From an optimization exercise on the open Yosys and OpenROAD flow, aimed at small area, a short achievable clock period and few clock cycles per item; shortcuts taken in it are not production practice. The RTL was checked by simulation tests, not by an equivalence proof against the original design. Power and IR drop assume default switching activity.

**flow/design.v**
```verilog
`timescale 1ns / 1ps
module mff_prefix #(parameter int N = 8)
(
    input  logic [N-1:0] g,
    input  logic [N-1:0] p,
    input  logic         cin,
    output logic [N:0]   c
);
    logic [N-1:0] gg;
    logic [N-1:0] pp;
    always_comb
    begin
        gg = g;
        pp = p;
        gg[0] = g[0] | (p[0] & cin);
        for (int l = 0; (1 << l) < N; l++)
        begin
            for (int i = 0; i < N; i++)
            begin
                if (((i >> l) & 1) == 1)
                begin
                    gg[i] = gg[i] | (pp[i] & gg[((i >> l) << l) - 1]);
                    pp[i] = pp[i] & pp[((i >> l) << l) - 1];
                end
            end
        end
        c = {gg, cin};
    end
endmodule
`timescale 1ns / 1ps
module message_field_filter_core
(
    input  logic        clk,
    input  logic        rst_n,
    input  logic        cfg_we,
    input  logic [2:0]  cfg_index,
    input  logic [63:0] cfg_data,
    input  logic        in_valid,
    output logic        in_stall,
    input  logic [7:0]  data_byte,
    input  logic        last_byte,
    output logic        out_valid,
    input  logic        out_stall,
    output logic        matched,
    output logic [15:0] slice_start,
    output logic [15:0] slice_length,
    output logic [15:0] message_size,
    output logic        size_overflow
);
    logic [1:0]  c_mode;
    logic [15:0] c_req;
    logic [15:0] c_off;
    logic [3:0]  c_cnt;
    logic [63:0] c_tmpl;
    logic [31:0] c_rstart;
    logic [31:0] c_rwidth;
    logic [15:0] c_slice;
    always_ff @(posedge clk)
    begin
        if (cfg_we)
        begin
            case (cfg_index)
                3'd0: c_mode   <= cfg_data[1:0];
                3'd1: c_req    <= cfg_data[15:0];
                3'd2: c_off    <= cfg_data[15:0];
                3'd3: c_cnt    <= cfg_data[3:0];
                3'd4: c_tmpl   <= cfg_data;
                3'd5: c_rstart <= cfg_data[31:0];
                3'd6: c_rwidth <= cfg_data[31:0];
                default: c_slice <= cfg_data[15:0];
            endcase
        end
    end
    logic is_tmpl, is_range, is_slice;
    assign is_tmpl  = (c_mode == 2'd0);
    assign is_range = (c_mode == 2'd1);
    assign is_slice = (c_mode == 2'd2);
    logic [7:0] nmask, mlast;
    always_comb
    begin
        for (int j = 0; j < 8; j++)
        begin
            nmask[j] = c_cnt[3] || (3'(j) < c_cnt[2:0]);
            mlast[j] = is_range ? (j == 3)
                     : c_cnt[3] ? (j == 7)
                     :            (3'(j + 1) == c_cnt[2:0]);
        end
    end
    logic       in_valid_reg;
    logic [7:0] data_reg;
    logic       last_reg;
    logic        inmsg;      
    logic        done;       
    logic [15:0] size;
    logic        full_r;     
    logic        ovf;
    logic        flag;       
    logic        met;        
    logic        teq;        
    logic        b1;         
    logic        b2;         
    logic [8:0]  pos;        
    logic [3:0]  rpos;       
    logic        pos0_n;     
    logic        rpos0_n;    
    logic [8:1]  pos_hi;
    logic [3:1]  rpos_hi;
    logic        o_matched;
    logic [15:0] o_size;
    logic        o_ovf;
    logic [15:0] o_start;
    logic [15:0] o_len;
    logic        stall_r;
    logic push, fire, adv, full;
    assign push     = done && !out_valid;
    assign fire     = in_valid_reg && (!done || push);
    assign full     = inmsg && full_r;
    assign adv      = fire && !full;
    assign in_stall = stall_r;
    logic in_valid_reg_n, done_n, out_valid_n;
    assign in_valid_reg_n = in_valid || stall_r;
    assign done_n         = (fire && last_reg) || (done && !push);
    assign out_valid_n    = push || (out_valid && out_stall);
    always_ff @(posedge clk or negedge rst_n)
    begin
        if (!rst_n)
        begin
            in_valid_reg <= 1'b0;
            done         <= 1'b0;
            out_valid    <= 1'b0;
            stall_r      <= 1'b0;
        end
        else
        begin
            in_valid_reg <= in_valid_reg_n;
            done         <= done_n;
            out_valid    <= out_valid_n;
            stall_r      <= in_valid_reg_n && done_n && out_valid_n;
        end
    end
    always_ff @(posedge clk)
    begin
        if (!stall_r)
        begin
            data_reg <= data_byte;
            last_reg <= last_byte;
        end
    end
    logic [15:0] size_inc;
    logic [15:0] cnt_next;
    logic [16:0] inc_c;
    mff_prefix #(.N(16)) u_inc (
        .g   (16'd0),
        .p   (size),
        .cin (1'b1),
        .c   (inc_c)
    );
    assign size_inc = size ^ inc_c[15:0];
    assign cnt_next = inmsg ? size_inc : 16'd1;
    logic [16:0] ncnt, oa, sa, sb, ssum, scar;
    logic        eq_off, eq_sum, eq_t;
    assign ncnt   = ~{1'b0, (inmsg ? size : 16'd0)};
    assign oa     = {1'b0, c_off};
    assign eq_off = ((oa ^ ncnt) == {(oa[15:0] | ncnt[15:0]), 1'b0});
    assign sa     = {1'b0, c_slice};
    assign ssum   = oa ^ sa ^ ncnt;
    assign scar   = {(oa[15:0] & sa[15:0]) | (oa[15:0] & ncnt[15:0]) | (sa[15:0] & ncnt[15:0]), 1'b0};
    assign sb     = {(ssum[15:0] | scar[15:0]), 1'b0};
    assign eq_sum = ((ssum ^ scar) == sb);
    always_ff @(posedge clk)
        if (adv)
            eq_t <= is_slice ? eq_sum : eq_off;
    logic t_zero;
    always_ff @(posedge clk)
        t_zero <= (c_off == 16'd0) && (!is_slice || c_slice == 16'd0);
    logic flag_cur, met_cur, teq_cur, win;
    assign pos  = {pos_hi, !pos0_n};
    assign rpos = {rpos_hi, !rpos0_n};
    assign flag_cur = inmsg ? (flag || eq_t) : t_zero;
    assign met_cur  = inmsg && met;
    assign teq_cur  = !inmsg || teq;
    assign win      = flag_cur && !pos[8];
    logic        t_win, r_win;
    logic [7:0]  t_byte, nrs_byte, nrw_byte;    
    always_comb
    begin
        t_byte  = '0;
        for (int j = 0; j < 8; j++)
            t_byte = t_byte | ({8{pos[j]}} & c_tmpl[8*j +: 8]);
    end
    logic [3:0] rpos_n;
    logic       r_shift, r_start;
    logic [7:0] rs_nxt, rw_nxt;
    assign r_shift = adv && win && is_range;
    assign r_start = !inmsg || (fire && last_reg);
    assign rpos_n  = (fire && last_reg) ? 4'b0001
                   : r_shift            ? {rpos[2:0], 1'b0}
                   :                      rpos;
    always_comb
    begin
        rs_nxt = '0;
        rw_nxt = '0;
        for (int j = 0; j < 3; j++)
        begin
            rs_nxt = rs_nxt | ({8{rpos[j]}} & c_rstart[8*(j+1) +: 8]);
            rw_nxt = rw_nxt | ({8{rpos[j]}} & c_rwidth[8*(j+1) +: 8]);
        end
    end
    always_ff @(posedge clk)
    begin
        if (r_shift && !last_reg)
        begin
            nrs_byte <= ~rs_nxt;
            nrw_byte <= ~rw_nxt;
        end
        else if (r_start)
        begin
            nrs_byte <= ~c_rstart[7:0];
            nrw_byte <= ~c_rwidth[7:0];
        end
    end
    assign t_win = is_tmpl && win && (|(pos[7:0] & nmask));
    assign r_win = is_range && win && (|rpos);
    logic       b1_in, b2_in, b1_new, b2_new;
    logic [8:0] c1;
    assign b1_in = !rpos[0] && b1;
    assign b2_in = !rpos[0] && b2;
    mff_prefix #(.N(8)) u_b1 (
        .g   (data_reg & nrs_byte),
        .p   (data_reg | nrs_byte),
        .cin (!b1_in),
        .c   (c1)
    );
    assign b1_new = !c1[8];
    logic [7:0] s3, k3;
    logic [8:0] y3;
    logic [8:0] c3;
    assign s3 = data_reg ^ nrs_byte ^ nrw_byte;
    assign k3 = (data_reg & nrs_byte) | (data_reg & nrw_byte) | (nrs_byte & nrw_byte);
    assign y3 = {k3, !b1_in};
    mff_prefix #(.N(8)) u_b2 (
        .g   (s3 & y3[7:0]),
        .p   (s3 | y3[7:0]),
        .cin (!b2_in),
        .c   (c3)
    );
    assign b2_new = b1_new ? !(y3[8] | c3[8]) : !(y3[8] & c3[8]);
    assign b2_eff = b2;
    always_ff @(posedge clk)
        if (adv && r_win)
        begin
            b1 <= b1_new;
            b2 <= b2_new;
        end
    always_ff @(posedge clk or negedge rst_n)
    begin
        if (!rst_n)
        begin
            inmsg <= 1'b0;
            pos0_n  <= 1'b0;
            pos_hi  <= '0;
            rpos0_n <= 1'b0;
            rpos_hi <= '0;
        end
        else
        begin
            rpos0_n <= !rpos_n[0];
            rpos_hi <= rpos_n[3:1];
            if (fire)
                inmsg <= !last_reg;
            if (fire && last_reg)
            begin
                pos0_n  <= 1'b0;
                pos_hi  <= '0;
            end
            else if (adv && win)
            begin
                pos0_n <= 1'b1;
                pos_hi <= pos[7:0];
            end
        end
    end
    always_ff @(posedge clk)
    begin
        if (fire && full)
            ovf <= 1'b1;
        if (adv)
        begin
            size   <= cnt_next;
            full_r <= inmsg && (&size[15:1]) && !size[0];
            ovf    <= inmsg && ovf;
            flag   <= flag_cur;
            met    <= met_cur || (win && (|(pos[7:0] & mlast)));
            teq    <= teq_cur && !(t_win && (t_byte != data_reg));
        end
    end
    logic ok_len, ok_mode, b2_eff, flag_end;
    assign flag_end = flag || eq_t;
    assign ok_len = (c_req == 16'd0) || (size == c_req);
    always_comb
    begin
        case (c_mode)
            2'd0:    ok_mode = teq && ((c_cnt == 4'd0) ? flag_end : met);
            2'd1:    ok_mode = b2_eff && met;
            2'd2:    ok_mode = flag_end;
            default: ok_mode = 1'b0;
        endcase
    end
    always_ff @(posedge clk)
    begin
        if (push)
        begin
            o_matched <= !ovf && ok_len && ok_mode;
            o_size    <= size;
            o_ovf     <= ovf;
            o_len     <= is_slice ? c_slice : size;
        end
    end
    always_ff @(posedge clk)
        o_start <= is_slice ? c_off : 16'd0;
    assign matched       = o_matched;
    assign message_size  = o_size;
    assign size_overflow = o_ovf;
    assign slice_start   = o_start;
    assign slice_length  = o_len;
endmodule
```
**flow/flow/run.sh**
```bash
#!/bin/bash
set -euo pipefail
export BUFFER_PORTS_ARGS="-buffer_cell sky130_fd_sc_hd__buf_2"
export SETUP_SLACK_MARGIN=5.74
bash standard.sh > flow_make.log 2>&1
```
**flow/standard.sh**
```bash
#!/bin/bash
# synth_recipe.tcl (not shown) runs the flow's synth.tcl, then flattens the netlist and writes it again
# the make line also repeats each setting of config.mk as NAME=value (left out here)
make -C /OpenROAD-flow-scripts/flow DESIGN_CONFIG=/design/flow/config.mk WORK_HOME=/design/flow/orfs CLKGATE_MAP_FILE= SYNTH_SCRIPT=/design/flow/synth_recipe.tcl "${@:-finish}"
```
**flow/config.mk**
```make
export PLATFORM = sky130hd
export DESIGN_NAME = message_field_filter_core
export DESIGN_NICKNAME = message_field_filter_core
export VERILOG_FILES = /design/flow/design.v
export SDC_FILE = /design/flow/constraint.sdc
export NUM_CORES = 4
export LEC_CHECK = 0
export CAP_MARGIN = 20
export CORE_MARGIN = 2
export CORE_UTILIZATION = 40
export CTS_CLUSTER_DIAMETER = 80
export CTS_CLUSTER_SIZE = 24
export SLEW_MARGIN = 20
```
**flow/constraint.sdc**
```tcl
create_clock -name core_clock -period 8.5 [get_ports {clk}]
set_input_delay 1.7000 -clock core_clock [delete_from_list [all_inputs] [get_ports {clk}]]
set_output_delay 1.7000 -clock core_clock [all_outputs]
set_load 0.01 [all_outputs]
```
==> summary.md, run 1 <==
| Metric | Value |
|---|---|
| Area grow syn2layout | 14.08% |
| Wire per inst | 20.60 um |
| Largest net degree at the start of global routing | 65 |
| Synth Flop Type | edfxtp_1 |
| Netlist cell types | 60 |
| Worst hold slack | ~0.52 ns |
| Status | no timing/DRC/antenna violations |
| Leakage power | around 5.9 nW |
| TritonCTS Sinks | 300 |
| Die width | ~190 um |
| CTS Buffer Depth | 3 |
| Critical Path Start Type | register |
| Post-route ant nets | 0 |
| Starting density of the core | 0.4057 |
| WP buf/inv | 1 |
| R2r worst-path depth | 6 |
| Die H | ~190 um |
| Register area share after synthesis | 0.6627 |
| Peak Freq | roughly 360 MHz |
| Root buffer cell | clkbuf_16 |
| DRC | 0 |
| Hold Crit Class | reg -> reg |
| Avg Inst Size Synth | approximately 15 um2 |
| # fillers | 2879 |
| Routed vias/inst | 5.175 |
| Syn Nets | approximately 1000 |
| Sum of negative setup slack | 0 ns |
| H-tree depth | 1 |
| Vias in the first global route | a little over 7000 |
| Worst-skew pair later-pin latency | roughly 0.52 ns |
| Placer Congestion | between 0.8 and 0.9 |
| Worst-path maximum fanout | 2 |
| Tcrit/Tclk final | 0.3251 |
| Post-Syn Area | ~13000 um2 |
| Hold Path Sink | rpos_hi[3] |
| Post-synth EDFFs | ~270 |
| Worst stage delay on the critical path | 0.42 ns |
| Hold Path Cell Cnt | 1 |
| Setup crit end kind | primary output |
| Nets@finish | 1188 |
| I/O Buffers | about 130 |
| Drt first pass iters | 8 |
| Max cap viols | 0 |
| Die area | 34470 um2 |
| Top Ports | 133 |
| Worst r2r src | pos_hi[2] |
| Core Area | ~33000 um2 |
| RSZ-0062 raised after global routing | yes |
| Power Density | roughly 260 nW/um2 |
| Crit path kind | reg -> out |
| GRT Total Usage | 0.1780 |
| Final hold vios | 0 |
| Detailed Place HPWL | 21750 um |
| Initial antenna violation count | 0 |
| Post-synth ARST share | 0.06000 |
| CP top delay family | flip-flops |
| DR vias | roughly 7700 |
| Layout Skew | 0.02540 ns |
| Yosys warns | 3 |
| Core Rows | 66 |
| Worst Hold Launch | rpos_hi[3] |
| Worst Tran Pin Value | 0.9158 ns |
| Rel. slew slack | 0.3882 |
| Biggest regs | c_tmpl (64), c_rstart (32), c_rwidth (32) |
| Slew Limit Fails | 0 |
| Global-route wire length before repair | roughly 45000 um |
| Final Critical Period | approximately 2.8 ns |
| R2r setup slk | between 5 and 6 ns |
| Max reg flops | 64 |
| Total chip power | about 3.8 mW |
| Clk slew on worst S/H paths | about 0.10 ns |
| Post-Route WL | 30610 um |
| DR iter-0 viols | 714 |
| CTS tree | yes |
| Post-synthesis instance total | just under 900 |
| CP max stage cell | dfrtp_2 |
| Layout cells sized above 1 | 0.2203 |
| Worst vdd ir | roughly 0.00013 V |
| Total CTS buffers | 18 |
| Ant diodes | 0 |
| Synthesized flop and latch total | 300 |
| Largest register by flop count | c_tmpl |
| RR Endpoint | teq |
| Crit path DAT | 1.06 ns |
| Hold buffers post-CTS | 0 |
| Final setup violation count | 0 |
| Worst EP required | slightly below 7 ns |
| Critical-path cell list | buf_6 |
| Remaining Overflow, GRT | 0 |
-- per-stage QoR --
stage            util  cell area [um2]  worst slack, ns  instances
2_1_floorplan       -            13250            4.764        893
3_3_place_gp   0.4430            14410            5.383       1448
3_5_place_dp   0.4430            14410            5.371       1448
4_1_cts        0.4619            15030            5.711       1483
5_1_grt        0.4629            15060            5.694       1486
6_report       0.4629            15060            5.737       1486
-- repair_timing --
action                                  4_1_cts  5_1_grt
cloned                                        1        0
buffers inserted                              2        3
resized for setup                             1        2
endpoints found under the setup margin       25       48
-- cell type report --
| class | count | area [um2] | share of cell area |
|---|---|---|---|
| Sequential cell | 300 | 8750 | 0.5810 |
| Timing Repair Buffer | 145 | 774.5 | 0.05143 |
| Clock buffer | 27 | 505.5 | 0.03357 |
| Multi-Input combinational cell | 457 | 3988 | 0.2648 |
| Inverter | 110 | 412.9 | 0.02742 |
| Clock inverter | 5 | 76.32 | 0.005068 |
| Tap cell | 442 | 553.0 | 0.03672 |
-- placed cells by master (no fill, tap or decap), types with 8 or more instances in the layout --
cell type | synthesis | final
a21oi_1 | 8 | 8
a222oi_1 | 17 | 17
a22o_1 | 17 | 17
a22oi_1 | 16 | 16
and2_1 | 35 | 35
buf_2 | 7 | 130
buf_4 | 0 | 12
clkbuf_1 | 17 | 8
clkbuf_16 | 0 | 19
dfrtp_1 | 18 | 17
dfxtp_1 | 17 | 17
edfxtp_1 | 265 | 265
fa_1 | 24 | 24
ha_1 | 51 | 51
inv_1 | 108 | 108
mux2_2 | 33 | 33
nand2_1 | 32 | 31
nand3_1 | 11 | 11
nand4_1 | 17 | 17
nor2_1 | 20 | 16
nor4_1 | 25 | 25
o21ai_0 | 14 | 14
xnor2_1 | 21 | 21
xor2_1 | 35 | 35
-- cell families (layout without fill, tap and decap cells) --
logic type      Yosys count  in the layout  synth area share
simple gates            175            175           0.07384
buf+inv                 137            287           0.04076
mux                      33             33           0.02815
fa+ha+maj                77             77           0.08626
compound gates          115            116           0.07109
xor+xnor                 56             56           0.03716
flops                   300            300            0.6627
-- power by group --
group | internal [mW] | switching (mW) | total, mW
Sequential | 1.82 | 0.188 | 2.01
Combinational | 0.404 | 0.505 | 0.909
Clock | 0.433 | 0.492 | 0.925
-- how the worst max path moves through the flow --
stage | from | end | slack, ns | cells after the start
after floorplan | cfg_we | c_tmpl[0] | 4.76 | 2
after global placement | cfg_we | c_tmpl[28] | 5.38 | 4
after detailed placement | cfg_we | c_tmpl[28] | 5.37 | 4
after CTS | stall_r | in_stall | 5.71 | 1
after global routing | stall_r | in_stall | 5.69 | 1
final | out_valid | out_valid | 5.74 | 1
-- cell usage after synthesis (18+ instances only) --
cell / n / area share
edfxtp_1: 265 / 0.60
inv_1: 108 / 0.031
ha_1: 51 / 0.048
and2_1: 35 / 0.017
xor2_1: 35 / 0.023
mux2_2: 33 / 0.028
nand2_1: 32 / 0.0091
nor4_1: 25 / 0.012
fa_1: 24 / 0.036
xnor2_1: 21 / 0.014
nor2_1: 20 / 0.0057
dfrtp_1: 18 / 0.034
-- per-layer routing --
layer  GRT usage  up-vias  wire length, um  part of all wire
met3     0.02270       23             2509             0.082
met2      0.2667      299            13430              0.44
met1      0.2801     3799            14340              0.47
met4     0.03055        0              333             0.011
li1            -     3569                -                 -
met5           0        -                0                 0
Testbench counts, summed over its fixed seeds: cycles 31,637, items 2,400.
==> run 2, diff against run 1 <==
==> flow/flow/run.sh (replaced) <==
#!/bin/bash
set -euo pipefail
export BUFFER_PORTS_ARGS="-buffer_cell sky130_fd_sc_hd__buf_2"
export SETUP_SLACK_MARGIN=5.8
bash standard.sh > flow_make.log 2>&1
--- a/flow/config.mk
+++ b/flow/config.mk
@@ -9,3 +9,3 @@
 export CORE_MARGIN = 2
-export CORE_UTILIZATION = 40
+export CORE_UTILIZATION = 60
 export CTS_CLUSTER_DIAMETER = 80
==> summary.md, run 2 <==
| Metric | Value |
|---|---|
| Biggest regs | c_tmpl (64), c_rstart (32), c_rwidth (32) |
| Die area | 23200 um2 (-33%) |
| DR iter-0 viols | 525 (-26%) |
| Routed vias/inst | 5.877 (+14%) |
| RSZ-0062 raised after global routing | yes |
| Largest net degree at the start of global routing | 65 (unchanged) |
| R2r worst-path depth | 10 (+4) |
| CP top delay family | flip-flops |
| Detailed Place HPWL | 21980 um (+1.1%) |
| Critical Path Start Type | register |
| Core Area | 21690 um2 (-33%) |
| CTS tree | yes |
| Post-route ant nets | 0 (unchanged) |
| Top cell type by total area after synthesis | edfxtp_1 |
| Worst EP required | 6.80 ns (about the same) |
| Post-synthesis instance total | 893 (unchanged) |
| Global-route wire length before repair | 47180 um (+4.6%) |
| Most frequent cells after synthesis | 265 x edfxtp_1, 108 x inv_1, 51 x ha_1 |
| Largest register by flop count | c_tmpl |
| Synthesized flop and latch total | 300 (unchanged) |
| Most common cell after layout, fill and taps aside | edfxtp_1 |
| Nets@finish | 1193 (+0.42%) |
| Remaining Overflow, GRT | 0 (unchanged) |
| # fillers | 1529 (-47%) |
| Rel. slew slack | 0.3161 (-0.07211) |
| Count leader, synth | edfxtp_1 |
| Max reg flops | 64 (unchanged) |
| Worst stage delay on the critical path | 0.43 ns (about the same) |
| Die width | 152.3 um (-18%) |
| Setup WS post-layout | 5.739 ns (+0.002020 ns) |
| Net Sw Frac | 0.3076 (-0.0004980) |
| Area contributors post-synth | edfxtp_1 60%, ha_1 4.8%, fa_1 3.6%, dfrtp_1 3.4%, inv_1 3.1% |
| Core Rows | 54 (-18%) |
| Top Ports | 133 (unchanged) |
| Avg Inst Size Synth | 14.78 um2 (unchanged) |
| Most frequent cells in the layout | 265 x edfxtp_1, 131 x buf_2, 108 x inv_1, 51 x ha_1 |
| CP max stage cell | dfrtp_2 |
| Utilization after layout | 0.6855 (+0.2226) |
| TritonCTS Sinks | 300 (unchanged) |
| Area grow syn2layout | 12.63% |
| H-tree depth | 1 (unchanged) |
| P_int | 2.652 mW (-0.36%) |
| Placer Congestion | 0.8747 (+1.4%) |
| CP Depth | 1 (unchanged) |
| Post-synth ARST share | 0.06000 (unchanged) |
| Hold Crit Class | reg -> reg |
| Storage cell area | 8756 um2 (about the same) |
| Clk slew on worst S/H paths | 0.10 ns (about the same) |
| Post-placement cell area | 14210 um2 (-1.4%) |
| Netlist cell types | 60 (unchanged) |
| Worst Tran Pin Value | 1.024 ns (+0.1079 ns) |
| Post-synth EDFFs | 265 (unchanged) |
| Sum of negative setup slack | 0 ns (unchanged) |
| Post-Route WL | 30860 um (+0.83%) |
| Critical-path cell list | buf_6 |
| Worst r2r src | inmsg |
| Syn Nets | 1049 (unchanged) |
| Worst-skew pair later-pin latency | 0.51 ns (about the same) |
| Leakage power | 5.862 nW (about the same) |
| Worst vdd ir | 0.0001833 V (+39%) |
| I/O Buffers | 132 (unchanged) |
| Crit path capture | out_valid |
| Share of Yosys cell area claimed by the top area cell type | 0.6028 (unchanged) |
| Fin area | 14870 um2 (-1.3%) |
| RR Endpoint | eq_t |
| Flop pwr share | 0.524 (about the same) |
| Setup crit end kind | primary output |
| R2r setup slk | 5.91 ns (+0.02 ns) |
| Max cap viols | 0 (unchanged) |
| Final Non-Filler Cells | 1328 (-11%) |
| Worst hold slack | 0.5361 ns (+0.01216 ns) |
| GRT Total Usage | 0.2693 (+0.09130) |
| Final Critical Period | 2.761 ns (-0.002020 ns) |
| Status | no timing/DRC/antenna violations |
| Root buffer cell | clkbuf_16 |
| Crit path kind | reg -> out |
| Switching power total | 1.178 mW (-0.60%) |
| Hold buffers post-CTS | 0 (unchanged) |
| WP buf/inv | 1 (unchanged) |
| CTS Buffer Depth | 3 (unchanged) |
| Drt first pass iters | 6 (-2) |
| Synth Flop Type | edfxtp_1 |
| Power Density | 257.6 nW/um2 (+0.85%) |
| Total CTS buffers | 17 (-1) |
| Wire per inst | 23.24 um (+13%) |
| Register area share after synthesis | 0.6627 (unchanged) |
| Layout cells sized above 1 | 0.2273 (+0.007010) |
| Clock group share of total power | 0.228 (-0.012) |
| Area of the multi-input gates | 4006 um2 (+0.47%) |
| Comb pwr share | 0.249 (+0.013) |
| Crit path from | out_valid |
| Die H | 152.3 um (-18%) |
| DR vias | 7805 (+1.5%) |
| Final setup violation count | 0 (unchanged) |
| Placed cell count | 1285 (-11%) |
| Layout Skew | 0.01316 ns (-0.01224 ns) |
| Peak Freq | 362.2 MHz (about the same) |
| Post-Syn Area | 13200 um2 (unchanged) |
| Worst-path maximum fanout | 2 (unchanged) |
| Vias in the first global route | 8051 (+11%) |
| Crit path DAT | 1.06 ns (about the same) |
| Worst slack, placed | 5.267 ns (-0.1036 ns) |
| Initial antenna violation count | 2 (+2) |
| Tcrit/Tclk final | 0.3249 (about the same) |
| DRC | 0 (unchanged) |
| Total chip power | 3.829 mW (-0.44%) |
| Yosys warns | 3 (unchanged) |
| Slew Limit Fails | 0 (unchanged) |
| Final hold vios | 0 (unchanged) |
| Starting density of the core | 0.6086 (+0.2029) |
[run 2: cell types whose count changed in the layout (fill, tap and decap cells not counted), sizes merged]
| cell | before | now |
|---|---|---|
| buf | 145 | 150 |
| clkinv | 5 | 2 |
| diode | 0 | 1 |
| inv | 110 | 111 |
[run 2: layout make-up]
| type | count | area share |
|---|---|---|
| antenna | 1 | 0.0001683 |
| clock buffer | 26 | 0.03232 |
| clock inverter | 3 | 0.002777 |
| inverter | 110 | 0.02777 |
| multi-input combinational | 457 | 0.2695 |
| sequential | 300 | 0.5890 |
| timing repair buffer | 151 | 0.05496 |
| tap | 280 | 0.02356 |
[run 2: how the worst min path moves through the flow]
stage / startpoint / endpoint / slack (ns) / depth (start not counted)
2_1_floorplan: size[10] / o_size[10] / 0.42 / 0
3_3_place_gp: rpos_hi[3] / rpos_hi[3] / 0.49 / 1
3_5_place_dp: rpos_hi[3] / rpos_hi[3] / 0.49 / 1
4_1_cts: rpos_hi[3] / rpos_hi[3] / 0.53 / 1
5_1_grt: rpos_hi[3] / rpos_hi[3] / 0.55 / 1
6_report: rpos_hi[3] / rpos_hi[3] / 0.54 / 1
[run 2: power by group through the flow]
stage	clock network [mW]	registers, mW	logic, mW
finish	0.871	2.01	0.953
global route	0.935	2.03	1.07
CTS	0.888	2.01	0.926
detailed placement	0	2.05	0.894
global placement	0	2.04	0.867
floorplan	0	1.98	0.628
[run 2: logic make-up after synthesis]
group | Yosys count | share of synthesized area
buffers and inverters | 137 | 0.04076
XOR/XNOR | 56 | 0.03716
multiplexers | 33 | 0.02815
AO/OA/AOI/OAI | 115 | 0.07109
flip-flops | 300 | 0.6627
AND/OR/NAND/NOR | 175 | 0.07384
adder cells (fa/ha/maj) | 77 | 0.08626
[run 2: repair_timing]
action,CTS,global route
pin swaps,0,0
hold endpoints to repair,0,0
cloned,1,0
setup buffers,4,8
gates resized for setup,5,4
setup endpoints to repair,58,40
[run 2: metal layers]
layer,share of wire,vias to the layer above,routed length [um],GRT usage
met5,0.00023,-,7,0
met4,0.025,2,767,0.07432
met3,0.048,46,1483,0.02787
met2,0.54,259,16760,0.5026
met1,0.38,3924,11850,0.3353
li1,-,3574,-,-
==> run 3, diff against run 2 <==
--- a/flow/config.mk
+++ b/flow/config.mk
@@ -9,3 +9,3 @@
 export CORE_MARGIN = 2
-export CORE_UTILIZATION = 60
+export CORE_UTILIZATION = 50
 export CTS_CLUSTER_DIAMETER = 80
==> summary.md, run 3 <==
| Metric | Value |
|---|---|
| Synth Area in Adders | 0.08626 (unchanged) |
| Avg Inst Size Synth | 14.78 um2 (unchanged) |
| Placer Congestion | 0.8837 (+1.0%) |
| Post-Route WL | 30780 um (-0.25%) |
| Hold Crit Class | reg -> reg |
| GRT Total Usage | 0.2202 (-0.04916) |
| Crit path DAT | 1.05 ns (about the same) |
| CP top delay family | flip-flops |
| Placed cell count | 1341 (+4.4%) |
| Layout cells sized above 1 | 0.2247 (-0.002651) |
| Most common cell after layout, fill and taps aside | edfxtp_1 |
| TritonCTS Sinks | 300 (unchanged) |
| DR vias | 7704 (-1.3%) |
| Ant diodes | 0 (-1) |
| Critical-path cell list | buf_2 |
| Layout Skew | 0.01536 ns (+0.002196 ns) |
| Final setup violation count | 0 (unchanged) |
| Critical Path Start Type | register |
| Die width | 166.5 um (+9.3%) |
| Worst-skew pair later-pin latency | 0.50 ns (about the same) |
| DRC | 0 (unchanged) |
| Synthesized flop and latch total | 300 (unchanged) |
| Setup WS post-layout | 5.749 ns (+0.01063 ns) |
| Worst-path maximum fanout | 1 (-1) |
| Largest family of logic cells by synthesized area | adder cells |
| Drt first pass iters | 5 (-1) |
| Core Area | 25980 um2 (+20%) |
| Grt peak-use layer | met1 |
| Worst EP required | 6.80 ns (about the same) |
| Post-Synth XOR/XNOR Area | 0.03716 (unchanged) |
| Clk slew on worst S/H paths | 0.10 ns (about the same) |
| Remaining Overflow, GRT | 0 (unchanged) |
| CP Depth | 1 (unchanged) |
| Largest net degree at the start of global routing | 65 (unchanged) |
| Slew Limit Fails | 0 (unchanged) |
| WP buf/inv | 1 (unchanged) |
| Routed vias/inst | 5.579 (-5.1%) |
| Die area | 27720 um2 (+19%) |
| CTS Buffer Depth | 3 (unchanged) |
| Rel. slew slack | 0.3365 (+0.02041) |
| Crit path kind | reg -> out |
| Hold Path Cell Cnt | 1 (unchanged) |
| Simple-gate share of the synthesized area | 0.07384 (unchanged) |
| Initial antenna violation count | 0 (-2) |
| Root buffer cell | clkbuf_16 |
| Power Density | 254.7 nW/um2 (-1.1%) |
| Detailed Place HPWL | 21710 um (-1.3%) |
| Compound-Gate Fraction of Synth Area | 0.07109 (unchanged) |
| Final hold vios | 0 (unchanged) |
| Final Critical Period | 2.751 ns (-0.01063 ns) |
| Met3 usage | 0.03208 (+0.004209) |
| Wire per inst | 22.29 um (-4.1%) |
| Worst vdd ir | 0.0002170 V (+18%) |
| Most frequent cells after synthesis | 265 x edfxtp_1, 108 x inv_1, 51 x ha_1 |
| Register area share after synthesis | 0.6627 (unchanged) |
| Starting density of the core | 0.5080 (-0.1006) |
| H-tree depth | 1 (unchanged) |
| Core Rows | 59 (+9.3%) |
| Worst slack, placed | 5.356 ns (+0.08906 ns) |
| Die H | 166.5 um (+9.3%) |
| Area grow syn2layout | 12.79% |
| Post-synthesis instance total | 893 (unchanged) |
| Most frequent cells in the layout | 265 x edfxtp_1, 131 x buf_2, 108 x inv_1, 51 x ha_1 |
| Sum of negative setup slack | 0 ns (unchanged) |
| Synth Flop Type | edfxtp_1 |
| Netlist cell types | 60 (unchanged) |
| Vias in the first global route | 7325 (-9.0%) |
| CP max stage cell | edfxtp_1 |
| Post-Syn Area | 13200 um2 (unchanged) |
| DR iter-0 viols | 869 (+66%) |
| Status | no timing/DRC/antenna violations |
| Global-route wire length before repair | 45990 um (-2.5%) |
| GRT met1 Usage | 0.3709 (+0.03563) |
| Peak Freq | 363.6 MHz (+0.39%) |
| Setup crit end kind | primary output |
| Yosys warns | 3 (unchanged) |
| Worst Tran Pin Value | 0.9932 ns (-0.03054 ns) |
| R2r worst-path depth | 10 (unchanged) |
| Area contributors post-synth | edfxtp_1 60%, ha_1 4.8%, fa_1 3.6%, dfrtp_1 3.4%, inv_1 3.1% |
| Leakage power | 5.850 nW (-0.20%) |
| Top cell type by total area after synthesis | edfxtp_1 |
| CTS tree | yes |
| I/O Buffers | 132 (unchanged) |
| RSZ-0062 raised after global routing | yes |
| Max cap viols | 0 (unchanged) |
| Share of Yosys cell area claimed by the top area cell type | 0.6028 (unchanged) |
| Biggest regs | c_tmpl (64), c_rstart (32), c_rwidth (32) |
| Final Non-Filler Cells | 1381 (+4.0%) |
| Post-synth EDFFs | 265 (unchanged) |
| Total CTS buffers | 17 (unchanged) |
| Largest register by flop count | c_tmpl |
| Post-synthesis mux area share | 0.02815 (unchanged) |
| Post-synth ARST share | 0.06000 (unchanged) |
| Syn Nets | 1049 (unchanged) |
| Utilization after layout | 0.5729 (-0.1125) |
| Tcrit/Tclk final | 0.3236 (-0.001251) |
| M2 GR Usage | 0.2981 (-0.2045) |
| Top Ports | 133 (unchanged) |
| Count leader, synth | edfxtp_1 |
| Post-route ant nets | 0 (unchanged) |
| Nets@finish | 1192 (-0.084%) |
| Max reg flops | 64 (unchanged) |
| Worst stage delay on the critical path | 0.39 ns (-0.04 ns) |
==> run 3: through the flow <==
step / hold WS (ns) / cell area, um2 / power (mW)
6_report: 0.5239 / 14890 / 3.791
5_1_grt: 0.5526 / 14890 / 3.996
4_1_cts: 0.5273 / 14830 / 3.813
3_5_place_dp: 0.4937 / 14290 / 2.940
3_3_place_gp: 0.4890 / 14290 / 2.918
2_1_floorplan: 0.4244 / 13260 / 2.605
==> run 3: worst paths after layout <==
kind	start	to	slack [ns]
min in group asynchronous	rst_n	out_valid	1.14
min	rpos_hi[3]	rpos_hi[3]	0.52
min reg2reg	rpos_hi[3]	rpos_hi[3]	0.52
max in group asynchronous	rst_n	pos_hi[3]	7.02
max reg2reg	inmsg	eq_t	5.90
max	o_len[7]	slice_length[7]	5.75
==> run 3: layout make-up <==
type | instances | area, um2
fill | 2127 | 11100
sequential | 300 | 8752
multi-input combinational | 457 | 3998
timing repair buffer | 150 | 808.3
clock buffer | 24 | 451.7
tap | 335 | 419.2
inverter | 110 | 412.9
clock inverter | 5 | 46.29
==> run 3: power by group <==
part           total [mW]  switching [mW]  internal [mW]
combinational       0.940           0.530          0.410
sequential           1.99           0.169           1.82
clock               0.857           0.472          0.385
total                3.79            1.17           2.62
==> run 3: logic make-up after synthesis <==
| family | after synthesis |
|---|---|
| compound gates | 115 |
| buf+inv | 137 |
| xor+xnor | 56 |
| fa+ha+maj | 77 |
| simple gates | 175 |
| flops | 300 |
| mux | 33 |
==> run 3: metal layers <==
metal | share of wire | wire length (um)
met1 | 0.50 | 15390
met2 | 0.41 | 12730
met3 | 0.064 | 1985
met4 | 0.022 | 686
met5 | 0 | 0
==> run 3: what timing repair did <==
item	CTS	global route
hold buffers	0	0
cloned	1	0
pin swaps	0	0
buffers inserted	4	6
setup endpoints to repair	77	40
hold endpoints to repair	0	0
resized for setup	1	4
==> run 4, diff against run 3 <==
--- a/flow/flow/run.sh
+++ b/flow/flow/run.sh
@@ -4,2 +4,3 @@
 export SETUP_SLACK_MARGIN=5.8
+export CTS_ARGS="-repair_clock_nets"
 bash standard.sh > flow_make.log 2>&1
--- a/flow/config.mk
+++ b/flow/config.mk
@@ -10,4 +10,2 @@
 export CORE_UTILIZATION = 50
-export CTS_CLUSTER_DIAMETER = 80
-export CTS_CLUSTER_SIZE = 24
 export SLEW_MARGIN = 20
==> summary.md, run 4 <==
| Metric | Value |
|---|---|
| Global-route wire length before repair | 47380 um (+3.0%) |
| Syn Nets | 1049 (unchanged) |
| Power Density | 296.4 nW/um2 (+16%) |
| Nets@finish | 1224 (+2.7%) |
| Most frequent cells in the layout | 265 x edfxtp_1, 122 x buf_2, 108 x inv_1, 51 x ha_1, 49 x clkbuf_16 |
| Post-synth ARST share | 0.06000 (unchanged) |
| Most frequent cells after synthesis | 265 x edfxtp_1, 108 x inv_1, 51 x ha_1 |
| Area grow syn2layout | 20.23% |
| RR Endpoint | eq_t |
| Critical-path cell list | buf_2 |
| Final hold vios | 0 (unchanged) |
| Drt first pass iters | 6 (+1) |
| Top Ports | 133 (unchanged) |
| Worst vdd ir | 0.0001894 V (-13%) |
| Post-synthesis instance total | 893 (unchanged) |
| Worst EP required | 6.80 ns (about the same) |
| Final Critical Period | 2.769 ns (+0.01871 ns) |
| Netlist cell types | 60 (unchanged) |
| Biggest regs | c_tmpl (64), c_rstart (32), c_rwidth (32) |
| Post-route ant nets | 0 (unchanged) |
| Core Rows | 59 (unchanged) |
| Wire per inst | 22.37 um (+0.37%) |
| Max cap viols | 0 (unchanged) |
| CP top delay family | flip-flops |
| Worst-skew pair later-pin latency | 0.56 ns (+0.06 ns) |
| Worst Tran Pin Value | 0.9913 ns (-0.001904 ns) |
| Hold Crit Class | reg -> reg |
| Die area | 27720 um2 (unchanged) |
| Total chip power | 4.704 mW (+24%) |
| Remaining Overflow, GRT | 0 (unchanged) |
| Slew Limit Fails | 0 (unchanged) |
| Root buffer cell | clkbuf_16 |
| Worst Hold Launch | rpos_hi[3] |
| R2r worst-path depth | 10 (unchanged) |
| Vias in the first global route | 7689 (+5.0%) |
| Hold buffers post-CTS | 0 (unchanged) |
| Worst r2r src | inmsg |
| DR vias | 7954 (+3.2%) |
| Total CTS buffers | 49 (+32) |
| Peak Freq | 361.1 MHz (-0.68%) |
| Final setup violation count | 0 (unchanged) |
| Net Sw Frac | 0.2790 (-0.02992) |
| R2r setup slk | 5.91 ns (about the same) |
| Layout Skew | 0.02954 ns (+0.01418 ns) |
| WP buf/inv | 1 (unchanged) |
| Worst stage delay on the critical path | 0.38 ns (about the same) |
| Setup WS post-layout | 5.731 ns (-0.01871 ns) |
| Detailed Place HPWL | 21710 um (unchanged) |
| Core Area | 25980 um2 (unchanged) |
| Largest register by flop count | c_tmpl |
| Clock group share of total power | 0.375 (+0.149) |
| Die width | 166.5 um (unchanged) |
| Placer Congestion | 0.8837 (unchanged) |
| Post-Syn Area | 13200 um2 (unchanged) |
| Critical Path Start Type | register |
| GRT Total Usage | 0.2300 (+0.009792) |
| Worst-path maximum fanout | 1 (unchanged) |
| Leakage power | 6.313 nW (+7.9%) |
| Final Non-Filler Cells | 1417 (+2.6%) |
| H-tree depth | 5 (+4) |
| CTS Buffer Depth | 3 (unchanged) |
| Hold Path Sink | rpos_hi[3] |
| Initial antenna violation count | 0 (unchanged) |
| Register area share after synthesis | 0.6627 (unchanged) |
| CTS tree | yes |
| Top cell type by total area after synthesis | edfxtp_1 |
| Status | no timing/DRC/antenna violations |
| Hold Path Cell Cnt | 1 (unchanged) |
| Routed vias/inst | 5.613 (+0.62%) |
| Crit path DAT | 1.07 ns (+0.02 ns) |
| Area contributors post-synth | edfxtp_1 60%, ha_1 4.8%, fa_1 3.6%, dfrtp_1 3.4%, inv_1 3.1% |
| DR iter-0 viols | 808 (-7.0%) |
| Synthesized flop and latch total | 300 (unchanged) |
| Setup crit end kind | primary output |
| DRC | 0 (unchanged) |
| Worst slack, placed | 5.356 ns (unchanged) |
| Largest net degree at the start of global routing | 65 (unchanged) |
| RSZ-0062 raised after global routing | yes |
| Yosys warns | 3 (unchanged) |
| Placed cell count | 1341 (unchanged) |
| Rel. slew slack | 0.3377 (+0.001272) |
| Layout cells sized above 1 | 0.2581 (+0.03343) |
| Post-Route WL | 31700 um (+3.0%) |
| Clk slew on worst S/H paths | 0.05 ns (-0.05 ns) |
| Share of Yosys cell area claimed by the top area cell type | 0.6028 (unchanged) |
| Max reg flops | 64 (unchanged) |
| Post-synth EDFFs | 265 (unchanged) |
| TritonCTS Sinks | 300 (unchanged) |
| Worst hold slack | 0.5230 ns (-0.0008420 ns) |
| Starting density of the core | 0.5080 (unchanged) |
| Crit path kind | reg -> out |
| Synth Flop Type | edfxtp_1 |
| Comb pwr share | 0.200 (-0.048) |
| Sum of negative setup slack | 0 ns (unchanged) |
| Die H | 166.5 um (unchanged) |
| Tcrit/Tclk final | 0.3258 (+0.002201) |
| Most common cell after layout, fill and taps aside | edfxtp_1 |
| CP max stage cell | edfxtp_1 |
| Count leader, synth | edfxtp_1 |
| Avg Inst Size Synth | 14.78 um2 (unchanged) |
| Flop pwr share | 0.425 (-0.101) |
| Switching power total | 1.313 mW (+12%) |
| I/O Buffers | 132 (unchanged) |
| P_int | 3.392 mW (+29%) |
run 4: cell counts after synthesis:
Identical to the previous run, type by type.
run 4: cell type report:
type | count | area [um2]
clock buffer | 52 | 1247
timing repair buffer | 150 | 862.1
antenna | 1 | 2.502
sequential | 300 | 8761
fill | 2042 | 10110
inverter | 110 | 412.9
clock inverter | 12 | 161.4
tap | 335 | 419.2
multi-input combinational | 457 | 4004
run 4: power by group through the flow:
| stage | clock (mW) | sequential (mW) | combinational, mW |
|---|---|---|---|
| after floorplan | 0 | 1.98 | 0.628 |
| after global placement | 0 | 2.03 | 0.890 |
| after detailed placement | 0 | 2.03 | 0.908 |
| after CTS | 1.79 | 2.00 | 0.936 |
| after global routing | 1.85 | 2.02 | 1.05 |
| final | 1.76 | 2.00 | 0.943 |
run 4: worst register-to-register path, stage by stage, from the launching register on:
cell,delay (ns)
dfrtp_1,0.34
buf_6,0.31
nand2_1,0.15
fa_1,0.50
inv_1,0.04
ha_1,0.28
xor2_1,0.17
nand3_1,0.10
nor4_1,0.29
nand3_1,0.10
o31ai_1,0.09
run 4: per-stage QoR:
stage	util	area, um2
2_1_floorplan	-	13260
3_3_place_gp	0.5499	14290
3_5_place_dp	0.5499	14290
4_1_cts	0.6065	15760
5_1_grt	0.6107	15870
6_report	0.6107	15870
run 4: worst max-delay path by stage:
stage / start / endpoint / slack (ns) / cells past startpoint
after floorplan: cfg_we / c_tmpl[0] / 4.76 / 2
after global placement: cfg_we / c_tmpl[47] / 5.39 / 4
after detailed placement: cfg_we / c_tmpl[18] / 5.36 / 4
after CTS: o_size[1] / message_size[1] / 5.72 / 1
after global routing: o_len[3] / slice_length[3] / 5.69 / 1
final: o_len[7] / slice_length[7] / 5.73 / 1
run 4: cell families after synthesis:
logic type,after synthesis,share of synthesized area
XOR/XNOR,56,0.03716
multiplexers,33,0.02815
AND/OR/NAND/NOR,175,0.07384
buffers and inverters,137,0.04076
adder cells (fa/ha/maj),77,0.08626
flip-flops,300,0.6627
AO/OA/AOI/OAI,115,0.07109
run 4: timing repair:
action	in CTS	in global routing
setup buffers	4	6
gates cloned	1	0
setup endpoints to repair	84	53
gates resized for setup	5	16
run 4: routing by layer:
metal / wire length, um / vias up / global-route usage / part of all wire
met1: 15140 / 3953 / 0.3678 / 0.48
met5: 0 / - / 0 / 0
li1: - / 3634 / - / -
met2: 13520 / 323 / 0.3137 / 0.43
met3: 2519 / 44 / 0.05418 / 0.079
met4: 519 / 0 / 0.06409 / 0.016
==> run 5, diff against run 4 <==
==> flow/flow/run.sh (replaced) <==
#!/bin/bash
set -euo pipefail
export BUFFER_PORTS_ARGS="-buffer_cell sky130_fd_sc_hd__buf_1"
export SETUP_SLACK_MARGIN=5.8
bash standard.sh > flow_make.log 2>&1
--- a/flow/config.mk
+++ b/flow/config.mk
@@ -10,2 +10,5 @@
 export CORE_UTILIZATION = 50
+export CTS_BUF_LIST = sky130_fd_sc_hd__clkbuf_8 sky130_fd_sc_hd__clkbuf_16
+export CTS_CLUSTER_DIAMETER = 80
+export CTS_CLUSTER_SIZE = 24
 export SLEW_MARGIN = 20
==> summary.md, run 5 <==
| Metric | Value |
|---|---|
| CP max stage cell | edfxtp_1 |
| Netlist cell types | 60 (unchanged) |
| Starting density of the core | 0.5080 (unchanged) |
| Worst stage delay on the critical path | 0.40 ns (+0.02 ns) |
| Share of Yosys cell area claimed by the top area cell type | 0.6028 (unchanged) |
| Layout Skew | 0.02658 ns (-0.002965 ns) |
| Final hold vios | 0 (unchanged) |
| GRT met1 Usage | 0.3667 (-0.001077) |
| Syn Nets | 1049 (unchanged) |
| GRT Total Usage | 0.2158 (-0.01417) |
| Max cap viols | 0 (unchanged) |
| P_int | 2.629 mW (-22%) |
| Peak Freq | 364.7 MHz (+1.0%) |
| Count leader, synth | edfxtp_1 |
| Area grow syn2layout | 11.97% |
| Wire per inst | 21.87 um (-2.2%) |
| Core Area | 25980 um2 (unchanged) |
| Switching power total | 1.163 mW (-11%) |
| CTS tree | yes |
| Top Ports | 133 (unchanged) |
| Power Density | 256.5 nW/um2 (-13%) |
| Hold buffers post-CTS | 0 (unchanged) |
| H-tree depth | 1 (-4) |
| Leakage power | 5.614 nW (-11%) |
| Synthesized flop and latch total | 300 (unchanged) |
| Grt peak-use layer | met1 |
| Flop pwr share | 0.526 (+0.101) |
| Hold Crit Class | reg -> reg |
| DRC | 0 (unchanged) |
| Worst-path maximum fanout | 1 (unchanged) |
| Largest register by flop count | c_tmpl |
| Routed vias/inst | 5.531 (-1.5%) |
| Clk slew on worst S/H paths | 0.09 ns (+0.04 ns) |
| Placer Congestion | 0.9115 (+3.1%) |
| DR iter-0 viols | 825 (+2.1%) |
| CTS Buffer Depth | 3 (unchanged) |
| CP top delay family | flip-flops |
| Critical-path cell list | clkbuf_2 |
| Most frequent cells in the layout | 265 x edfxtp_1, 115 x inv_1, 90 x buf_1, 51 x ha_1, 39 x clkbuf_2 |
| Post-placement cell area | 14120 um2 (-1.2%) |
| Largest net degree at the start of global routing | 65 (unchanged) |
| Post-synth EDFFs | 265 (unchanged) |
| DR vias | 7611 (-4.3%) |
| Worst Hold Launch | rpos_hi[3] |
| Crit path kind | reg -> out |
| Remaining Overflow, GRT | 0 (unchanged) |
| Worst EP required | 6.80 ns (about the same) |
| Vias in the first global route | 7239 (-5.9%) |
| WP buf/inv | 1 (unchanged) |
| Core Rows | 59 (unchanged) |
| Most common cell after layout, fill and taps aside | edfxtp_1 |
| Total CTS buffers | 17 (-65%) |
| Post-synthesis instance total | 893 (unchanged) |
| Tcrit/Tclk final | 0.3225 (-0.003258) |
| Initial antenna violation count | 0 (unchanged) |
| RSZ-0062 raised after global routing | yes |
| Clock group share of total power | 0.231 (-0.144) |
| Final setup violation count | 0 (unchanged) |
| Avg Inst Size Synth | 14.78 um2 (unchanged) |
| Comb pwr share | 0.243 (+0.043) |
| Detailed Place HPWL | 21270 um (-2.0%) |
| Area contributors post-synth | edfxtp_1 60%, ha_1 4.8%, fa_1 3.6%, dfrtp_1 3.4%, inv_1 3.1% |
| Critical Path Start Type | register |
| Max reg flops | 64 (unchanged) |
| Fin area | 14780 um2 (-6.9%) |
| Layout cells sized above 1 | 0.1354 (-0.1226) |
| Ant diodes | 0 (-1) |
| Final Critical Period | 2.742 ns (-0.02769 ns) |
| Yosys warns | 3 (unchanged) |
| Drt first pass iters | 5 (-1) |
| Nets@finish | 1187 (-3.0%) |
| Die area | 27720 um2 (unchanged) |
| Root buffer cell | clkbuf_16 |
| Worst r2r src | data_reg[3] |
| Register area share after synthesis | 0.6627 (unchanged) |
| Global-route wire length before repair | 44860 um (-5.3%) |
| Status | no timing/DRC/antenna violations |
| Met3 usage | 0.03232 (-0.02186) |
| Synth Flop Type | edfxtp_1 |
| Slew Limit Fails | 0 (unchanged) |
| Net Sw Frac | 0.3067 (+0.02769) |
| Post-synth ARST share | 0.06000 (unchanged) |
| Worst Tran Pin Value | 0.9523 ns (-0.03901 ns) |
| Most frequent cells after synthesis | 265 x edfxtp_1, 108 x inv_1, 51 x ha_1 |
| Top cell type by total area after synthesis | edfxtp_1 |
| Setup crit end kind | primary output |
| Die H | 166.5 um (unchanged) |
| Rel. slew slack | 0.3638 (+0.02606) |
| Worst-skew pair later-pin latency | 0.51 ns (-0.05 ns) |
| Post-route ant nets | 0 (unchanged) |
| I/O Buffers | 132 (unchanged) |
| Crit path DAT | 1.04 ns (-0.03 ns) |
| Sum of negative setup slack | 0 ns (unchanged) |
| Biggest regs | c_tmpl (64), c_rstart (32), c_rwidth (32) |
| M2 GR Usage | 0.2964 (-0.01725) |
| TritonCTS Sinks | 300 (unchanged) |
| Post-Syn Area | 13200 um2 (unchanged) |
| Die width | 166.5 um (unchanged) |
| Post-Route WL | 30100 um (-5.1%) |
| # fillers | 2120 (+3.8%) |
| Worst vdd ir | 0.0001835 V (-3.1%) |
| Crit path from | o_matched |
-- run 5: power by group through the flow --
| stage | clock network (mW) | logic (mW) | registers, mW |
|---|---|---|---|
| finish | 0.877 | 0.920 | 1.99 |
| floorplan | 0 | 0.628 | 1.98 |
| CTS | 0.896 | 0.906 | 1.99 |
| detailed placement | 0 | 0.883 | 2.03 |
| global route | 0.947 | 1.03 | 2.02 |
| global placement | 0 | 0.872 | 2.03 |
-- run 5: path summary, 6_finish.rpt --
kind / end / slack (ns) / depth (start not counted)
worst min register to register: rpos_hi[3] / 0.52 / 1
min in group asynchronous: stall_r / 1.13 / 1
worst min-delay path: rpos_hi[3] / 0.52 / 1
worst max register to register: b2 / 5.89 / 7
worst max-delay path: matched / 5.76 / 1
max in group asynchronous: out_valid / 7.01 / 1
-- run 5: cell families (layout without fill, tap and decap cells) --
| family | Yosys count | after routing | synth area share |
|---|---|---|---|
| compound gates | 115 | 116 | 0.07109 |
| xor+xnor | 56 | 56 | 0.03716 |
| fa+ha+maj | 77 | 77 | 0.08626 |
| buf+inv | 137 | 284 | 0.04076 |
| flops | 300 | 300 | 0.6627 |
| mux | 33 | 33 | 0.02815 |
| simple gates | 175 | 175 | 0.07384 |
-- run 5: worst register-to-register path: stages, from the launching register on --
cell,delay [ns]
edfxtp_1,0.54
fa_1,0.58
inv_1,0.05
o22ai_1,0.12
o21ai_0,0.11
maj3_1,0.36
a41o_1,0.22
maj3_1,0.38
-- run 5: per-stage QoR --
stage               power (mW)  std cells  worst slack, ns  hold slack, ns  utilization
global route             3.993       1376            5.705          0.5563       0.5688
finish                   3.792       1376            5.758          0.5176       0.5688
CTS                      3.796       1374            5.747          0.5150       0.5651
global placement         2.902       1341            5.293          0.4857       0.5435
floorplan                2.605        893            4.764          0.4244            -
detailed placement       2.915       1341            5.273          0.4844       0.5435
-- run 5: layout make-up --
type | count | area, um2 | share of cell area
Clock buffer | 17 | 425.4 | 0.02878
Clock inverter | 12 | 93.84 | 0.006349
Inverter | 110 | 412.9 | 0.02794
Multi-Input combinational cell | 457 | 4010 | 0.2713
Sequential cell | 300 | 8751 | 0.5921
Tap cell | 335 | 419.2 | 0.02836
Timing Repair Buffer | 145 | 668.1 | 0.04520
-- run 5: per-layer routing --
metal	share of wire	wire, um	vias to the layer above
met1	0.49	14790	3769
met5	0	0	-
met3	0.074	2238	28
met4	0.013	393	0
met2	0.42	12680	250
li1	-	-	3564
-- run 5: repair_timing --
action | 4_1_cts | 5_1_grt
setup endpoints to repair | 53 | 113
pin swaps | 0 | 0
cloned | 1 | 0
gates resized for setup | 3 | 48
buffers inserted | 3 | 2
==> run 6, diff against run 5 <==
==> flow/flow/run.sh (replaced) <==
#!/bin/bash
set -euo pipefail
export BUFFER_PORTS_ARGS="-buffer_cell sky130_fd_sc_hd__buf_1"
export SETUP_SLACK_MARGIN=5.76
bash standard.sh > flow_make.log 2>&1
--- a/flow/config.mk
+++ b/flow/config.mk
@@ -10,3 +10,2 @@
 export CORE_UTILIZATION = 50
-export CTS_BUF_LIST = sky130_fd_sc_hd__clkbuf_8 sky130_fd_sc_hd__clkbuf_16
 export CTS_CLUSTER_DIAMETER = 80
==> summary.md, run 6 <==
| Metric | Value |
|---|---|
| Status | no timing/DRC/antenna violations |
| Sum of negative setup slack | 0 ns (unchanged) |
| Worst hold slack | 0.5116 ns (-0.005999 ns) |
| Initial antenna violation count | 0 (unchanged) |
| Routed vias/inst | 5.667 (+2.5%) |
| Die H | 166.5 um (unchanged) |
| R2r worst-path depth | 7 (unchanged) |
| H-tree depth | 1 (unchanged) |
| Crit path capture | slice_length[0] |
| Wire per inst | 22.02 um (+0.66%) |
| Share of Yosys cell area claimed by the top area cell type | 0.6028 (unchanged) |
| Crit path from | o_len[0] |
| Setup WS post-layout | 5.693 ns (-0.06516 ns) |
| Avg Inst Size Synth | 14.78 um2 (unchanged) |
| Post-synth EDFFs | 265 (unchanged) |
| Die area | 27720 um2 (unchanged) |
| Worst stage delay on the critical path | 0.44 ns (+0.04 ns) |
| Worst vdd ir | 0.0002109 V (+15%) |
| Leakage power | 5.547 nW (-1.2%) |
| Slew Limit Fails | 0 (unchanged) |
| RSZ-0062 raised after global routing | yes |
| Net Sw Frac | 0.3070 (about the same) |
| Register area share after synthesis | 0.6627 (unchanged) |
| Worst-path maximum fanout | 1 (unchanged) |
| Total CTS buffers | 17 (unchanged) |
| Post-Syn Area | 13200 um2 (unchanged) |
| CTS Buffer Depth | 3 (unchanged) |
| Most common cell after layout, fill and taps aside | edfxtp_1 |
| Layout cells sized above 1 | 0.1249 (-0.01057) |
| DR iter-0 viols | 823 (-0.24%) |
| Crit path kind | reg -> out |
| Post-synth ARST share | 0.06000 (unchanged) |
| Most frequent cells in the layout | 265 x edfxtp_1, 108 x inv_1, 98 x buf_1, 51 x ha_1 |
| Comb pwr share | 0.241 (-0.002) |
| Global-route wire length before repair | 44990 um (+0.29%) |
| Placer Congestion | 0.8565 (-6.0%) |
| Worst-skew pair later-pin latency | 0.51 ns (about the same) |
| Post-Route WL | 30300 um (+0.66%) |
| Total chip power | 3.772 mW (-0.51%) |
| Remaining Overflow, GRT | 0 (unchanged) |
| Clock group share of total power | 0.230 (about the same) |
| Post-synthesis instance total | 893 (unchanged) |
| Top cell type by total area after synthesis | edfxtp_1 |
| Area grow syn2layout | 11.56% |
| Most frequent cells after synthesis | 265 x edfxtp_1, 108 x inv_1, 51 x ha_1 |
| Final Critical Period | 2.807 ns (+0.06516 ns) |
| Setup crit end kind | primary output |
| Max reg flops | 64 (unchanged) |
| CTS tree | yes |
| Core Area | 25980 um2 (unchanged) |
| Worst r2r src | data_reg[3] |
| CP top delay family | flip-flops |
| Worst EP required | 6.80 ns (about the same) |
| R2r setup slk | 5.88 ns (about the same) |
| Critical Path Start Type | register |
| Starting density of the core | 0.5080 (unchanged) |
| Drt first pass iters | 6 (+1) |
| Final Non-Filler Cells | 1376 (unchanged) |
| CP max stage cell | edfxtp_1 |
| Rel. slew slack | 0.3384 (-0.02542) |
| Power Density | 256.2 nW/um2 (-0.15%) |
| Detailed Place HPWL | 21450 um (+0.88%) |
| TritonCTS Sinks | 300 (unchanged) |
| DRC | 0 (unchanged) |
| Critical-path cell list | clkbuf_2 |
| Clk slew on worst S/H paths | 0.09 ns (about the same) |
| Synth Flop Type | edfxtp_1 |
| Final setup violation count | 0 (unchanged) |
| Root buffer cell | clkbuf_16 |
| Yosys warns | 3 (unchanged) |
| DR vias | 7798 (+2.5%) |
| Peak Freq | 356.3 MHz (-2.3%) |
| Top Ports | 133 (unchanged) |
| Layout Skew | 0.02874 ns (+0.002166 ns) |
| Vias in the first global route | 7191 (-0.66%) |
| Ant diodes | 0 (unchanged) |
| Die width | 166.5 um (unchanged) |
| Area contributors post-synth | edfxtp_1 60%, ha_1 4.8%, fa_1 3.6%, dfrtp_1 3.4%, inv_1 3.1% |
| Largest net degree at the start of global routing | 65 (unchanged) |
| Hold Crit Class | reg -> reg |
| Post-route ant nets | 0 (unchanged) |
| Count leader, synth | edfxtp_1 |
| Max cap viols | 0 (unchanged) |
| P_int | 2.614 mW (-0.55%) |
| Synthesized flop and latch total | 300 (unchanged) |
| I/O Buffers | 132 (unchanged) |
| # fillers | 2168 (+2.3%) |
| Hold buffers post-CTS | 0 (unchanged) |
| WP buf/inv | 1 (unchanged) |
| Tcrit/Tclk final | 0.3302 (+0.007666) |
| Final hold vios | 0 (unchanged) |
| Largest register by flop count | c_tmpl |
| Worst slack, placed | 5.283 ns (+0.009940 ns) |
| RR Endpoint | b2 |
| Netlist cell types | 60 (unchanged) |
| Placed cell count | 1341 (unchanged) |
| Flop pwr share | 0.529 (+0.003) |
| Crit path DAT | 1.11 ns (+0.07 ns) |
| Switching power total | 1.158 mW (-0.42%) |
| Core Rows | 59 (unchanged) |
| Worst Tran Pin Value | 0.9903 ns (+0.03805 ns) |
| GRT Total Usage | 0.2169 (+0.001057) |
| Syn Nets | 1049 (unchanged) |
| CP Depth | 1 (unchanged) |
| Nets@finish | 1186 (-0.084%) |
| Biggest regs | c_tmpl (64), c_rstart (32), c_rwidth (32) |
==> run 6: cell count changes in the layout (fill, tap and decap cells not counted), sizes merged <==
cell,previous run,this run
clkbuf,56,58
clkinvlp,1,0
buf,106,111
bufinv,1,0
clkinv,2,3
inv,118,112
==> run 6: final cells by class <==
type | count | area, um2 | share of cell area
well taps | 335 | 419.2 | 0.02846
multi-input cells | 457 | 3988 | 0.2708
repair buffers | 144 | 641.9 | 0.04359
clock inverters | 5 | 50.05 | 0.003398
inverters | 110 | 412.9 | 0.02804
clock buffers | 25 | 465.4 | 0.03161
flip-flops and latches | 300 | 8750 | 0.5941
==> run 6: how the worst min path moves through the flow <==
stage,startpoint,to,slack (ns),depth (start not counted)
4_1_cts,stall_r,in_valid_reg,0.52,1
6_report,stall_r,in_valid_reg,0.51,1
3_3_place_gp,rpos_hi[3],rpos_hi[3],0.50,1
2_1_floorplan,size[10],o_size[10],0.42,0
5_1_grt,stall_r,in_valid_reg,0.53,1
3_5_place_dp,rpos_hi[3],rpos_hi[3],0.49,1
==> run 6: power groups by stage <==
stage	registers (mW)	logic [mW]	clock network (mW)
floorplan	1.98	0.628	0
global placement	2.03	0.868	0
detailed placement	2.03	0.880	0
CTS	2.00	0.902	0.887
global route	2.02	1.02	0.937
finish	2.00	0.908	0.868
==> run 6: kinds of logic after synthesis <==
logic type | synth area share
AOI/OAI and AO/OA | 0.07109
xor gates and xnor gates | 0.03716
adders and majority gates | 0.08626
buffers and inverters | 0.04076
DFF | 0.6627
muxes | 0.02815
and+or+nand+nor | 0.07384
==> run 6: through the flow <==
stage               utilization  area, um2
global route             0.5667      14730
CTS                      0.5640      14660
floorplan                     -      13250
global placement         0.5431      14110
finish                   0.5667      14730
detailed placement       0.5431      14110
==> run 6: routing by layer <==
metal / global-route usage / wire [um]
met5: 0 / 0
met3: 0.03493 / 2506
met4: 0.05510 / 824
met1: 0.3706 / 14660
met2: 0.2840 / 12310
==> run 6: repair_timing <==
item,in CTS,in global routing
setup endpoints to repair,31,97
gates cloned,1,0
resized for setup,2,34
setup buffers,1,3
==> run 7, diff against run 6 <==
==> flow/flow/run.sh (replaced) <==
#!/bin/bash
set -euo pipefail
export BUFFER_PORTS_ARGS="-buffer_cell sky130_fd_sc_hd__buf_1"
export SETUP_SLACK_MARGIN=5.8
bash standard.sh > flow_make.log 2>&1
--- a/flow/config.mk
+++ b/flow/config.mk
@@ -12,2 +12,3 @@
 export CTS_CLUSTER_SIZE = 24
+export PLACE_DENSITY = 0.7
 export SLEW_MARGIN = 20
==> summary.md, run 7 <==
| Metric | Value |
|---|---|
| Status | no timing/DRC/antenna violations |
| Worst EP required | 6.80 ns (about the same) |
| Area contributors post-synth | edfxtp_1 60%, ha_1 4.8%, fa_1 3.6%, dfrtp_1 3.4%, inv_1 3.1% |
| Worst Tran Pin Value | 0.7616 ns (-0.2287 ns) |
| Synth Flop Type | edfxtp_1 |
| Synthesized flop and latch total | 300 (unchanged) |
| CP top delay family | flip-flops |
| Wire per inst | 21.78 um (-1.1%) |
| CP max stage cell | dfrtp_2 |
| Setup WS post-layout | 5.754 ns (+0.06121 ns) |
| H-tree depth | 1 (unchanged) |
| I/O Buffers | 132 (unchanged) |
| Clock group share of total power | 0.237 (+0.007) |
| Vias in the first global route | 7438 (+3.4%) |
| Final hold vios | 0 (unchanged) |
| Area grow syn2layout | 12.53% |
| Share of Yosys cell area claimed by the top area cell type | 0.6028 (unchanged) |
| Critical-path cell list | clkbuf_2 |
| Initial antenna violation count | 0 (unchanged) |
| Register area share after synthesis | 0.6627 (unchanged) |
| Core Area | 25980 um2 (unchanged) |
| Post-route ant nets | 0 (unchanged) |
| Avg Inst Size Synth | 14.78 um2 (unchanged) |
| Syn Nets | 1049 (unchanged) |
| Hold buffers post-CTS | 0 (unchanged) |
| Most frequent cells after synthesis | 265 x edfxtp_1, 108 x inv_1, 51 x ha_1 |
| Most common cell after layout, fill and taps aside | edfxtp_1 |
| GRT Total Usage | 0.2145 (-0.002361) |
| DR iter-0 viols | 893 (+8.5%) |
| Die width | 166.5 um (unchanged) |
| Drt first pass iters | 5 (-1) |
| P_int | 2.665 mW (+2.0%) |
| Core Rows | 59 (unchanged) |
| Biggest regs | c_tmpl (64), c_rstart (32), c_rwidth (32) |
| Critical Path Start Type | register |
| Flop pwr share | 0.521 (-0.008) |
| CTS Buffer Depth | 3 (unchanged) |
| Worst-skew pair later-pin latency | 0.52 ns (about the same) |
| Final Critical Period | 2.746 ns (-0.06121 ns) |
| Switching power total | 1.182 mW (+2.1%) |
| Post-Route WL | 30160 um (-0.45%) |
| Largest net degree at the start of global routing | 65 (unchanged) |
| Post-Syn Area | 13200 um2 (unchanged) |
| DRC | 0 (unchanged) |
| Layout cells sized above 1 | 0.1448 (+0.01988) |
| Clk slew on worst S/H paths | 0.09 ns (about the same) |
| Slew Limit Fails | 0 (unchanged) |
| Netlist cell types | 60 (unchanged) |
| Crit path kind | reg -> out |
| Ant diodes | 0 (unchanged) |
| Yosys warns | 3 (unchanged) |
| Worst vdd ir | 0.0002188 V (+3.8%) |
| WP buf/inv | 1 (unchanged) |
| Remaining Overflow, GRT | 0 (unchanged) |
| TritonCTS Sinks | 300 (unchanged) |
| Post-synth EDFFs | 265 (unchanged) |
| Net Sw Frac | 0.3073 (about the same) |
| Largest register by flop count | c_tmpl |
| RSZ-0062 raised after global routing | yes |
| Post-synthesis instance total | 893 (unchanged) |
| Hold Crit Class | reg -> reg |
| Placer Congestion | 0.8712 (+1.7%) |
| Die area | 27720 um2 (unchanged) |
| Sum of negative setup slack | 0 ns (unchanged) |
| Setup crit end kind | primary output |
| Comb pwr share | 0.242 (about the same) |
| Total chip power | 3.848 mW (+2.0%) |
| Post-placement cell area | 14130 um2 (about the same) |
| DR vias | 7825 (+0.35%) |
| Count leader, synth | edfxtp_1 |
| Max reg flops | 64 (unchanged) |
| Tcrit/Tclk final | 0.3230 (-0.007201) |
| Peak Freq | 364.2 MHz (+2.2%) |
| Nets@finish | 1195 (+0.76%) |
| Max cap viols | 0 (unchanged) |
| Global-route wire length before repair | 45060 um (+0.14%) |
| Worst-path maximum fanout | 2 (+1) |
| Layout Skew | 0.01092 ns (-0.01782 ns) |
| Fin area | 14850 um2 (+0.87%) |
| Total CTS buffers | 17 (unchanged) |
| Leakage power | 5.645 nW (+1.8%) |
| Top Ports | 133 (unchanged) |
| Final setup violation count | 0 (unchanged) |
| Post-synth ARST share | 0.06000 (unchanged) |
| Worst stage delay on the critical path | 0.41 ns (-0.03 ns) |
| Routed vias/inst | 5.650 (-0.31%) |
| Die H | 166.5 um (unchanged) |
| Most frequent cells in the layout | 265 x edfxtp_1, 108 x inv_1, 88 x buf_1, 51 x ha_1, 41 x clkbuf_2 |
| Crit path DAT | 1.05 ns (-0.06 ns) |
| Starting density of the core | 0.5080 (unchanged) |
| Detailed Place HPWL | 21280 um (-0.83%) |
| Top cell type by total area after synthesis | edfxtp_1 |
| Worst slack, placed | 5.262 ns (-0.02122 ns) |
| Rel. slew slack | 0.4922 (+0.1539) |
| CTS tree | yes |
| Power Density | 259.0 nW/um2 (+1.1%) |
| Root buffer cell | clkbuf_16 |
run 7: cell counts after synthesis:
No cell type changed its count.
run 7: cells by family after synthesis:
logic type / share of synthesized area
mux: 0.02815
simple gates: 0.07384
flops: 0.6627
compound gates: 0.07109
fa+ha+maj: 0.08626
xor+xnor: 0.03716
buf+inv: 0.04076
run 7: worst paths after layout:
check / start / endpoint / slack, ns / cells after the start
hold reg to reg: rpos_hi[3] / rpos_hi[3] / 0.53 / 1
setup reg to reg: inmsg / eq_t / 5.87 / 10
hold / removal: rpos_hi[3] / rpos_hi[3] / 0.53 / 1
max in group asynchronous: rst_n / out_valid / 7.02 / 1
setup / recovery: out_valid / out_valid / 5.75 / 1
min in group asynchronous: rst_n / inmsg / 1.13 / 1
run 7: metal layers:
layer / track usage / vias up / part of all wire
li1: - / 3584 / -
met1: 0.3360 / 3869 / 0.46
met2: 0.3140 / 326 / 0.44
met3: 0.02947 / 46 / 0.067
met4: 0.06447 / 0 / 0.026
met5: 0 / - / 0
run 7: stage by stage:
| stage | util | hold WS, ns | std cells |
|---|---|---|---|
| after floorplan | - | 0.4244 | 893 |
| after global placement | 0.5436 | 0.4857 | 1342 |
| after detailed placement | 0.5436 | 0.4893 | 1342 |
| after CTS | 0.5660 | 0.5175 | 1375 |
| after global routing | 0.5716 | 0.5435 | 1385 |
| final | 0.5716 | 0.5265 | 1385 |
run 7: power groups by stage:
stage,logic (mW),registers (mW),clock network [mW]
5_1_grt,1.04,2.02,0.978
6_report,0.931,2.01,0.910
3_3_place_gp,0.849,2.03,0
4_1_cts,0.896,2.01,0.930
3_5_place_dp,0.873,2.04,0
2_1_floorplan,0.628,1.98,0
run 7: area by class of cell:
type / instances / area [um2]
sequential: 300 / 8751
inverter: 110 / 412.9
tap: 335 / 419.2
multi-input combinational: 457 / 3999
clock inverter: 6 / 75.07
timing repair buffer: 153 / 724.4
fill: 2066 / 11130
clock buffer: 24 / 473.0
run 7: timing repair:
action / CTS / global route
cloned: 1 / 0
setup endpoints to repair: 56 / 129
gates resized for setup: 4 / 45
pin swaps: 0 / 1
hold endpoints to repair: 0 / 0
setup buffers: 2 / 10

[afterwards: timing with drivers on the ports]
Ports are ideal in the flow. The routed layouts listed here were re-timed in OpenROAD. Step 1 assumes that a clkbuf_16 drives the clock port and a buf_2 every other input. Step 2 times the ports against the registers' clock, not the clock port: input delays grow and output delays shrink by t, the midpoint of the rising clock arrivals with the driver on. a / b / c = ideal / step 1 / step 2; a / b = the first two.
run | t, ns | setup WS [ns]
run 1 | 0.562 | 5.737 / 5.685 / 5.394
run 2 | 0.546 | 5.739 / 5.692 / 5.381
run 3 | 0.544 | 5.749 / 5.701 / 5.359
run 4 | 0.591 | 5.731 / 5.684 / 5.345
run 5 | 0.548 | 5.758 / 5.709 / 5.439
run 6 | 0.551 | 5.693 / 5.642 / 5.317
run 7 | 0.558 | 5.754 / 5.707 / 5.438
After both steps setup and hold are still met in every run listed.
